From an optimization exercise on the open Yosys and OpenROAD flow, aimed at small area, a short achievable clock period and few clock cycles; shortcuts taken in it are not production practice. The RTL was checked by simulation tests, not by an equivalence proof against the original design. No activity file was given, so power comes from the tool's default toggle rates.

==> flow/design.v <==
package naas_dma_pkg;
    localparam int DATA_W           = 64;            
    localparam int STRB_W           = DATA_W / 8;
    localparam int ADDR_W           = 6;
    localparam int BUF_DEPTH        = 2 ** ADDR_W;
    localparam int PTR_W            = ADDR_W + 1;    
    localparam int MAX_BURST_QWORDS = 16;
    localparam int QCNT_W           = 5;             
    localparam int MAX_FRAME_QWORDS = 32;
    typedef logic [ADDR_W-1:0] addr_t;
    typedef logic [PTR_W-1:0]  ptr_t;
    typedef logic [QCNT_W-1:0] qcnt_t;
    typedef struct packed {
        logic [47:0] reserved;
        logic [15:0] byte_count;
    } rx_desc_t;
    typedef union packed {
        logic [DATA_W-1:0] data;
        rx_desc_t          desc;
    } buf_entry_u;
endpackage
`timescale 1ns/1ns
module rx_buffer (
    input  logic                     wr_clk,      
    input  logic                     rd_clk,      
    input  logic                     wr_en,
    input  naas_dma_pkg::addr_t      wr_addr,
    input  naas_dma_pkg::buf_entry_u wr_data,
    input  naas_dma_pkg::addr_t      rd_addr,
    output naas_dma_pkg::buf_entry_u rd_data
);
    logic [naas_dma_pkg::DATA_W-1:0] mem [0:naas_dma_pkg::BUF_DEPTH-1];
    always_ff @(posedge wr_clk) begin
        if (wr_en)
            mem[wr_addr] <= wr_data.data;
    end
    always_ff @(posedge rd_clk) begin
        rd_data.data <= mem[rd_addr];                
    end
endmodule
`timescale 1ns/1ns
module rx_mac_interface (
    input  logic                            s_axis_aclk,
    input  logic                            arst_n,
    input  logic [naas_dma_pkg::DATA_W-1:0] s_axis_tdata,
    input  logic [naas_dma_pkg::STRB_W-1:0] s_axis_tstrb,
    input  logic                            s_axis_tvalid,
    input  logic                            s_axis_tlast,
    output logic                            s_axis_tready,
    output logic                            wr_en,
    output naas_dma_pkg::addr_t             wr_addr,
    output naas_dma_pkg::buf_entry_u        wr_data,
    output naas_dma_pkg::ptr_t              committed_wr_address,
    input  naas_dma_pkg::ptr_t              committed_rd_address_synch
);
    naas_dma_pkg::ptr_t wr_ptr;          
    naas_dma_pkg::ptr_t wr_ptr_sel;      
    naas_dma_pkg::ptr_t used;
    logic [15:0]        byte_cnt;
    logic [15:0]        beat_bytes;
    logic [15:0]        desc_cnt;        
    logic               desc_pend;
    logic               beat;
    assign used          = wr_ptr - committed_rd_address_synch;   
    assign s_axis_tready = !desc_pend && (used < naas_dma_pkg::ptr_t'(naas_dma_pkg::BUF_DEPTH));
    assign beat          = s_axis_tvalid && s_axis_tready;
    assign beat_bytes    = 16'($countones(s_axis_tstrb));
    assign wr_en      = desc_pend || beat;
    assign wr_ptr_sel = desc_pend ? committed_wr_address : wr_ptr;
    assign wr_addr    = wr_ptr_sel[naas_dma_pkg::ADDR_W-1:0];
    always_comb begin
        wr_data = '0;
        if (desc_pend)
            wr_data.desc.byte_count = desc_cnt;   
        else
            wr_data.data = s_axis_tdata;
    end
    always_ff @(posedge s_axis_aclk or negedge arst_n) begin
        if (!arst_n) begin
            wr_ptr               <= naas_dma_pkg::ptr_t'(1);   
            committed_wr_address <= '0;
            byte_cnt             <= '0;
            desc_pend            <= 1'b0;
        end else if (desc_pend) begin
            committed_wr_address <= wr_ptr;                    
            wr_ptr               <= wr_ptr + 1'b1;             
            desc_pend            <= 1'b0;
        end else if (beat) begin
            wr_ptr    <= wr_ptr + 1'b1;
            byte_cnt  <= s_axis_tlast ? 16'd0 : byte_cnt + beat_bytes;
            desc_pend <= s_axis_tlast;
        end
    end
    always_ff @(posedge s_axis_aclk) begin
        if (beat && s_axis_tlast)
            desc_cnt <= byte_cnt + beat_bytes;
    end
endmodule
`timescale 1ns/1ns
module rx_rd_addr_synch (
    input  logic               s_axis_aclk,
    input  logic               trn_clk,
    input  logic               arst_n,
    input  naas_dma_pkg::ptr_t committed_rd_address,
    output naas_dma_pkg::ptr_t committed_rd_address_synch
);
    naas_dma_pkg::ptr_t src_bin;
    naas_dma_pkg::ptr_t gray_src;
    naas_dma_pkg::ptr_t sync_q1;
    naas_dma_pkg::ptr_t sync_q2;
    naas_dma_pkg::ptr_t bin;
    always_ff @(posedge trn_clk or negedge arst_n) begin
        if (!arst_n) begin
            src_bin  <= '0;
            gray_src <= '0;
        end else begin
            if (src_bin != committed_rd_address)
                src_bin <= src_bin + 1'b1;            
            gray_src <= src_bin ^ (src_bin >> 1);     
        end
    end
    always_comb begin
        for (int i = 0; i < naas_dma_pkg::PTR_W; i++)
            bin[i] = ^(sync_q2 >> i);                 
    end
    always_ff @(posedge s_axis_aclk or negedge arst_n) begin
        if (!arst_n) begin
            sync_q1                    <= '0;
            sync_q2                    <= '0;
            committed_rd_address_synch <= '0;
        end else begin
            sync_q1                    <= gray_src;   
            sync_q2                    <= sync_q1;
            committed_rd_address_synch <= bin;        
        end
    end
endmodule
`timescale 1ns/1ns
module rx_tlp_trigger (
    input  logic                s_axis_aclk,
    input  logic                arst_n,
    input  naas_dma_pkg::ptr_t  committed_wr_address,
    output logic                trigger_tlp,
    input  logic                trigger_tlp_ack_synch,
    output naas_dma_pkg::qcnt_t qwords_to_send
);
    naas_dma_pkg::ptr_t sent_ptr;       
    naas_dma_pkg::ptr_t pending;
    assign pending = committed_wr_address - sent_ptr;
    always_ff @(posedge s_axis_aclk or negedge arst_n) begin
        if (!arst_n) begin
            sent_ptr       <= '0;
            trigger_tlp    <= 1'b0;
            qwords_to_send <= '0;
        end else if (trigger_tlp && trigger_tlp_ack_synch) begin
            trigger_tlp <= 1'b0;                                     
            sent_ptr    <= sent_ptr + naas_dma_pkg::ptr_t'(qwords_to_send);
        end else if (!trigger_tlp && !trigger_tlp_ack_synch && pending != '0) begin
            trigger_tlp <= 1'b1;
            if (pending > naas_dma_pkg::ptr_t'(naas_dma_pkg::MAX_BURST_QWORDS))
                qwords_to_send <= naas_dma_pkg::qcnt_t'(naas_dma_pkg::MAX_BURST_QWORDS);
            else
                qwords_to_send <= naas_dma_pkg::qcnt_t'(pending);   
        end
    end
endmodule
`timescale 1ns/1ns
module rx_trigger_synch (
    input  logic                s_axis_aclk,
    input  logic                trn_clk,
    input  logic                arst_n,
    input  logic                trigger_tlp,
    input  naas_dma_pkg::qcnt_t qwords_to_send,
    output logic                trigger_tlp_synch,
    output naas_dma_pkg::qcnt_t qwords_to_send_synch,
    input  logic                trigger_tlp_ack,
    output logic                trigger_tlp_ack_synch
);
    logic req_q1;
    logic ack_q1;
    always_ff @(posedge trn_clk or negedge arst_n) begin
        if (!arst_n) begin
            req_q1            <= 1'b0;
            trigger_tlp_synch <= 1'b0;
        end else begin
            req_q1            <= trigger_tlp;
            trigger_tlp_synch <= req_q1;
        end
    end
    always_ff @(posedge trn_clk) begin
        if (req_q1 && !trigger_tlp_synch)
            qwords_to_send_synch <= qwords_to_send;
    end
    always_ff @(posedge s_axis_aclk or negedge arst_n) begin
        if (!arst_n) begin
            ack_q1                <= 1'b0;
            trigger_tlp_ack_synch <= 1'b0;
        end else begin
            ack_q1                <= trigger_tlp_ack;
            trigger_tlp_ack_synch <= ack_q1;
        end
    end
endmodule
`timescale 1ns/1ns
module rx_tlp_sender (
    input  logic                            trn_clk,
    input  logic                            arst_n,
    input  logic                            trigger_tlp_synch,
    input  naas_dma_pkg::qcnt_t             qwords_to_send_synch,
    output logic                            trigger_tlp_ack,
    output naas_dma_pkg::addr_t             rd_addr,
    input  naas_dma_pkg::buf_entry_u        rd_data,
    output naas_dma_pkg::ptr_t              committed_rd_address,
    output logic [naas_dma_pkg::DATA_W-1:0] host_tdata,
    output logic                            host_tvalid,
    output logic                            host_tlast,
    input  logic                            host_tready
);
    naas_dma_pkg::ptr_t             rd_ptr;          
    naas_dma_pkg::qcnt_t            issue_left;
    logic                           busy;
    logic                           issue;
    logic                           pop;
    logic                           rd_vld_q;        
    logic                           rd_last_q;
    logic [naas_dma_pkg::DATA_W-1:0] skid_data [2];
    logic [1:0]                     skid_last;
    logic                           skid_wr_idx;
    logic                           skid_rd_idx;
    logic [1:0]                     skid_cnt;
    assign rd_addr     = rd_ptr[naas_dma_pkg::ADDR_W-1:0];
    assign host_tvalid = (skid_cnt != 2'd0);
    assign host_tdata  = skid_data[skid_rd_idx];
    assign host_tlast  = skid_last[skid_rd_idx];
    assign pop         = host_tvalid && host_tready;
    assign issue = busy && (issue_left != '0)
                   && (3'(skid_cnt) + 3'(rd_vld_q) - 3'(pop) < 3'd2);
    always_ff @(posedge trn_clk) begin
        rd_last_q <= (issue_left == naas_dma_pkg::qcnt_t'(1));   
        if (rd_vld_q) begin
            skid_data[skid_wr_idx] <= rd_data.data;
            skid_last[skid_wr_idx] <= rd_last_q;
        end
    end
    always_ff @(posedge trn_clk or negedge arst_n) begin
        if (!arst_n) begin
            busy                 <= 1'b0;
            issue_left           <= '0;
            rd_ptr               <= '0;
            committed_rd_address <= '0;
            trigger_tlp_ack      <= 1'b0;
            rd_vld_q             <= 1'b0;
            skid_wr_idx          <= 1'b0;
            skid_rd_idx          <= 1'b0;
            skid_cnt             <= '0;
        end else begin
            rd_vld_q <= issue;
            skid_cnt <= skid_cnt + 2'(rd_vld_q) - 2'(pop);
            if (rd_vld_q)
                skid_wr_idx <= !skid_wr_idx;
            if (pop)
                skid_rd_idx <= !skid_rd_idx;
            if (issue)
                rd_ptr <= rd_ptr + 1'b1;
            if (trigger_tlp_synch && !busy && !trigger_tlp_ack) begin
                busy       <= 1'b1;                      
                issue_left <= qwords_to_send_synch;
            end else if (issue) begin
                issue_left <= issue_left - 1'b1;
            end
            if (pop && host_tlast) begin
                busy                 <= 1'b0;
                committed_rd_address <= rd_ptr;          
                trigger_tlp_ack      <= 1'b1;
            end else if (trigger_tlp_ack && !trigger_tlp_synch) begin
                trigger_tlp_ack      <= 1'b0;            
            end
        end
    end
endmodule
`timescale 1ns/1ns
module naas_dma (
    input  logic                            clk,              
    input  logic                            arst_n,
    input  logic [naas_dma_pkg::DATA_W-1:0] s_axis_tdata,
    input  logic [naas_dma_pkg::STRB_W-1:0] s_axis_tstrb,
    input  logic                            s_axis_tvalid,
    input  logic                            s_axis_tlast,
    output logic                            s_axis_tready,
    output logic [naas_dma_pkg::DATA_W-1:0] host_tdata,
    output logic                            host_tvalid,
    output logic                            host_tlast,
    input  logic                            host_tready
);
    logic s_axis_aclk;
    logic trn_clk;
    assign s_axis_aclk = clk;
    assign trn_clk     = clk;
    logic                     rx_wr_en;
    naas_dma_pkg::addr_t      rx_wr_addr;
    naas_dma_pkg::buf_entry_u rx_wr_data;
    naas_dma_pkg::addr_t      rx_rd_addr;
    naas_dma_pkg::buf_entry_u rx_rd_data;
    naas_dma_pkg::ptr_t       rx_committed_wr_address;
    naas_dma_pkg::ptr_t       rx_committed_rd_address;         
    naas_dma_pkg::ptr_t       rx_committed_rd_address_synch;   
    logic                     rx_trigger_tlp;
    logic                     rx_trigger_tlp_synch;
    logic                     rx_trigger_tlp_ack;
    logic                     rx_trigger_tlp_ack_synch;
    naas_dma_pkg::qcnt_t      rx_qwords_to_send;
    naas_dma_pkg::qcnt_t      rx_qwords_to_send_synch;
    rx_buffer rx_buffer_mod (
        .wr_clk(s_axis_aclk), .rd_clk(trn_clk), .wr_en(rx_wr_en),
        .wr_addr(rx_wr_addr), .wr_data(rx_wr_data),
        .rd_addr(rx_rd_addr), .rd_data(rx_rd_data));
    rx_mac_interface rx_mac_interface_mod (
        .s_axis_aclk, .arst_n, .s_axis_tdata, .s_axis_tstrb,
        .s_axis_tvalid, .s_axis_tlast, .s_axis_tready,
        .wr_en(rx_wr_en), .wr_addr(rx_wr_addr), .wr_data(rx_wr_data),
        .committed_wr_address(rx_committed_wr_address),
        .committed_rd_address_synch(rx_committed_rd_address_synch));
    rx_rd_addr_synch rx_rd_addr_synch_mod (
        .s_axis_aclk, .trn_clk, .arst_n,
        .committed_rd_address(rx_committed_rd_address),
        .committed_rd_address_synch(rx_committed_rd_address_synch));
    rx_tlp_trigger rx_tlp_trigger_mod (
        .s_axis_aclk, .arst_n,
        .committed_wr_address(rx_committed_wr_address),
        .trigger_tlp(rx_trigger_tlp),
        .trigger_tlp_ack_synch(rx_trigger_tlp_ack_synch),
        .qwords_to_send(rx_qwords_to_send));
    rx_trigger_synch rx_trigger_synch_mod (
        .s_axis_aclk, .trn_clk, .arst_n,
        .trigger_tlp(rx_trigger_tlp), .qwords_to_send(rx_qwords_to_send),
        .trigger_tlp_synch(rx_trigger_tlp_synch),
        .qwords_to_send_synch(rx_qwords_to_send_synch),
        .trigger_tlp_ack(rx_trigger_tlp_ack),
        .trigger_tlp_ack_synch(rx_trigger_tlp_ack_synch));
    rx_tlp_sender rx_tlp_sender_mod (
        .trn_clk, .arst_n,
        .trigger_tlp_synch(rx_trigger_tlp_synch),
        .qwords_to_send_synch(rx_qwords_to_send_synch),
        .trigger_tlp_ack(rx_trigger_tlp_ack),
        .rd_addr(rx_rd_addr), .rd_data(rx_rd_data),
        .committed_rd_address(rx_committed_rd_address),
        .host_tdata, .host_tvalid, .host_tlast, .host_tready);
endmodule
==> flow/run.sh <==
#!/bin/bash
# synth_recipe.tcl (not shown) runs the flow's synth.tcl, then flattens the netlist and writes it again
# the make line also repeats each setting of config.mk as NAME=value (left out here)
make -C /OpenROAD-flow-scripts/flow DESIGN_CONFIG=/design/flow/config.mk WORK_HOME=/design/flow/orfs CLKGATE_MAP_FILE= SYNTH_SCRIPT=/design/flow/synth_recipe.tcl finish
==> flow/config.mk <==
export PLATFORM = sky130hd
export DESIGN_NAME = naas_dma
export DESIGN_NICKNAME = naas_dma
export VERILOG_FILES = /design/flow/design.v
export SDC_FILE = /design/flow/constraint.sdc
export NUM_CORES = 4
export LEC_CHECK = 0
export CAP_MARGIN = 20
export CORE_MARGIN = 2
export CORE_UTILIZATION = 40
export SLEW_MARGIN = 20
export SYNTH_MEMORY_MAX_BITS = 8192
==> flow/constraint.sdc <==
create_clock -name core_clock -period 5.5 [get_ports {clk}]
set_input_delay 1.1000 -clock core_clock [delete_from_list [all_inputs] [get_ports {clk}]]
set_output_delay 1.1000 -clock core_clock [all_outputs]
set_load 0.01 [all_outputs]
==> summary.md <==
| Metric | Value |
|---|---|
| Status | timing/DRC/antenna clean |
| Fmax | 214 MHz |
| Bufs and invs on worst path | 1 |
| CTS tree | built |
| CP Cell Sequence | ha_1 > a21oi_1 > a2bb2oi_1 > o211ai_1 > xor2_1 > nor2_1 > clkdlybuf4s50_1 |
| Skew-Pair Late Insertion Delay | 0.97 ns |
| Peak VDD IR | 336 uV |
| Leak | 60.1 nW |
| WL met2 | 227000 um |
| Inserted Clock Buffers | 442 |
| Total congestion overflow | 0 |
| Fill cell count | 34200 |
| DP HPWL | 247000 um |
| Avg Inst Size Synth | 24.1 um^2 |
| Clk sinks | 4421 |
| 1st-iter DRT viols | 9553 |
| Antenna Nets Post-Route | 0 |
| CP top delay family | compound AO/OA/AOI/OAI gates |
| Worst-Margin Slew | 1.18 ns |
| Placed Area | 0.179 mm^2 |
| # setup viols final | 0 |
| Critical Path Max Stage Delay | 0.61 ns |
| Critical Path AT | 3.57 ns |
| Die Area | 0.425 mm^2 |
| Synth-to-Final Area Change | 14.9% |
| Initial Util | 40.1% |
| Final Hold Viols | 0 |
| Worst min path class | input pin to async pin |
| FFs w/ async S/R, synth | 2.47% |
| Sequential fraction of the synthesis area | 78.3% |
| Total power | 0.0991 W |
| Met1 wire length | 183000 um |
| Kind of critical path | register to output port |
| # H-tree levels | 5 |
| Final net count | 7633 |
| Vias in the first global route | 80700 |
| Largest fanout on the critical path | 9 |
| Routed len/inst | 34.0 um |
| Largest net degree at the start of global routing | 116 |
| Die height | 652 um |
| Global-route wire length before repair | 636000 um |
| Final Skew | 0.0589 ns |
| Worst-path clk slew | 0.06 ns |
| Final instance area | 0.193 mm^2 |
| CP startpoint | rx_mac_interface_mod.wr_ptr[3]$_DFFE_PN0P_ |
| Row cnt | 238 |
| I/O Pins | 144 |
| Hold_buf cts | 0 |
| #FFs+latches synth | 4421 |
| Worst path slowest cell | clkdlybuf4s50_1 |
| DR WL met3 | 33400 um |
| Final std cells w/o fill | 13400 |
| Core ar. | 0.419 mm^2 |
| Multi-input gate area | 0.0356 mm^2 |
| Router iterations before antenna repair | 6 |
| Max-slew violations | 0 |
| Clock tree root buffer cell | clkbuf_16 |
| Maxcap violations | 0 |
| Final min period | 4.67 ns |
| Tcrit/Tclk final | 84.9% |
| Initial antenna violation count | 16 |
| CP required | 4.40 ns |
| Post-CTS Setup Inserts | 0 |
| Post_cts resized | 0 |
| Pwr Density | 513 mW/mm^2 |
| Clk buf depth | 4 |
| Synthesized area | 0.168 mm^2 |
| Post-Route WL | 456000 um |
| Min Hold Slack | 0.138 ns |
| Die X | 652 um |
| Slew HR | 21.4% |
| I/O Buffers | 143 |
| Critical Path Source Type | register |
| Syn Nets | 7107 |
| Via Count | 79100 |
| Routability cong. | 0.777 |
| Dpl cells | 12600 |
| DRC Markers | 0 |
| Synth unique cells | 66 |
| GRT Resource Usage Total | 21.2% |
| Post-synthesis cell count | 6983 |
| Share of layout cells above drive strength 1 | 30.4% |
| Register Area | 0.132 mm^2 |
| Yosys synthesis warning count | 6 |
| Core Util, Final | 46.0% |
| Worst r2r src | rx_mac_interface_mod.desc_pend$_DFF_PN0_ |
| Top layer reached by signal wires | met5 |
| RSZ-0062 raised after global routing | false |
| Commonest register cell after synthesis | edfxtp_1 |
| Vias per cell | 5.90 |
| Number of synthesized flops with an enable pin | 4247 |
| Worst setup EP type | output port |
-- logic make-up (layout without fill, tap and decap cells) --
group | count (synthesis) | count (layout) | synth area share (%)
simple gates | 371 | 371 | 1.10
flops | 4421 | 4421 | 78.3
buf+inv | 410 | 1298 | 1.08
fa+ha+maj | 47 | 47 | 0.381
mux | 1379 | 1379 | 17.6
xor+xnor | 61 | 61 | 0.318
compound gates | 294 | 294 | 1.23
other cells | 0 | 3 | 0
-- registers in the layout, indices dropped and copies added (netlist names), 16 cells and up, named ones only --
| register | count |
|---|---|
| rx_buffer_mod.mem | 4096 |
| rx_buffer_mod.rd_data | 64 |
| rx_mac_interface_mod.byte_cnt | 16 |
| rx_mac_interface_mod.desc_cnt | 16 |
| rx_tlp_sender_mod.skid_data | 128 |
-- Yosys cell counts, drive strengths merged, types with 5 or more instances --
cell     number  area share, %
o22ai        12          0.045
a31oi         5          0.019
a221oi       10          0.052
and3          8          0.030
clkbuf      200           0.45
buf         160           0.52
mux2i        25           0.15
nand3        15          0.045
a21oi        24          0.071
inv          50           0.11
o211ai        7          0.031
dfxtp        65           0.77
fa            7          0.083
o21ai        49           0.15
o21a         10          0.045
and2         10          0.037
mux2        105           0.70
dfrtp       108            1.6
a22o          7          0.036
a21o          8          0.036
edfxtp     4247             76
xnor2        37           0.19
nand2       121           0.27
a211oi        9          0.040
nor2         69           0.15
ha           40           0.30
a2111oi       9          0.047
nor3         17          0.051
mux4       1249             17
nor3b        29           0.13
o31ai         5          0.022
nand4        10          0.037
o2111ai       6          0.031
nor2b        70           0.26
nand2b        7          0.026
a22oi       113           0.50
xor2         24           0.13
-- power by group --
| group | total [W] | internal (W) | switching (W) |
|---|---|---|---|
| logic | 0.0282 | 0.0122 | 0.0160 |
| clock network | 0.0293 | 0.0165 | 0.0128 |
| registers | 0.0416 | 0.0406 | 0.00106 |
| total | 0.0991 | 0.0692 | 0.0299 |
-- placed cells by master, fill, tap and decap left out, types with 84 or more instances in the layout --
master / count
edfxtp_1: 4247
mux4_2: 1249
clkbuf_16: 446
buf_4: 209
clkdlybuf4s50_1: 142
nand2_1: 121
clkbuf_1: 119
a22oi_1: 113
dfrtp_1: 100
mux2_2: 99
buf_12: 88
clkinv_1: 84
-- metal layers --
metal	global-route usage, %	vias up
met3	3.08	672
li1	-	31100
met5	0	-
met4	5.81	2
met2	35.5	3489
met1	29.2	43800
-- worst paths after layout --
check	end	slack, ns	cells after the start
max in group asynchronous	rx_tlp_sender_mod.rd_ptr[2]$_DFFE_PN0P_	4.32	2
min	rx_mac_interface_mod.byte_cnt[1]$_DFFE_PN0P_	0.14	1
max reg2reg	rx_buffer_mod.mem[21][39]$_DFFE_PP_	1.05	6
min in group core_clock	rx_rd_addr_synch_mod.sync_q1[5]$_DFF_PN0_	0.35	0
max	s_axis_tready	0.83	7
min reg2reg	rx_rd_addr_synch_mod.sync_q1[5]$_DFF_PN0_	0.35	0
-- worst register-to-register path, stage by stage (launching register included) --
cell and delay, ns:
dfrtp_4 0.81, inv_1 0.24, nand2_1 0.13, a21boi_0 0.68
nand3_1 0.76, nor2_4 0.99, buf_4 0.43
-- through the flow --
stage	setup slack (ns)	setup TNS, ns
2_1_floorplan	-1.70	-2381.43
4_1_cts	0.662	0
5_1_grt	0.590	0
6_report	0.829	0
3_3_place_gp	0.248	0
3_5_place_dp	0.246	0
-- area by class of cell --
| type | instances | area share (%) |
|---|---|---|
| diodes | 3 | 0.00389 |
| clock buffers | 575 | 6.08 |
| clock inverters | 231 | 1.18 |
| inverters | 50 | 0.0972 |
| multi-input cells | 2152 | 18.4 |
| flip-flops and latches | 4421 | 68.2 |
| well taps | 5520 | 3.58 |
| repair buffers | 442 | 2.49 |
Testbench counts, summed over its fixed seeds: cycles 13,544.

-- what the ideal ports hide --
The results above use ideal ports. As a check the final layout listed here was re-extracted and re-timed, cells and wires unchanged.
Step 1: set_driving_cell puts a clkbuf_16 on clk and a buf_2 on each other input, an assumption about the parent block.
Step 2 also shifts input and output timing later by t, the mid clock arrival at the registers, as if the neighbouring blocks saw the same clock.
a / b / c = ideal ports / drivers / drivers and shift; a / b = the first two.
t, ns: 1.080
slack for setup (ns): 0.829 / 0.706 / 0.339
latest minus earliest clock arrival (ns): 0.083 / 0.084
slew at the worst register clock pin (ns): 0.07 / 0.07
After both steps setup and hold are still met in this run. The setup slack of this run moves by -0.123 ns with the drivers and by -0.490 ns with both steps.
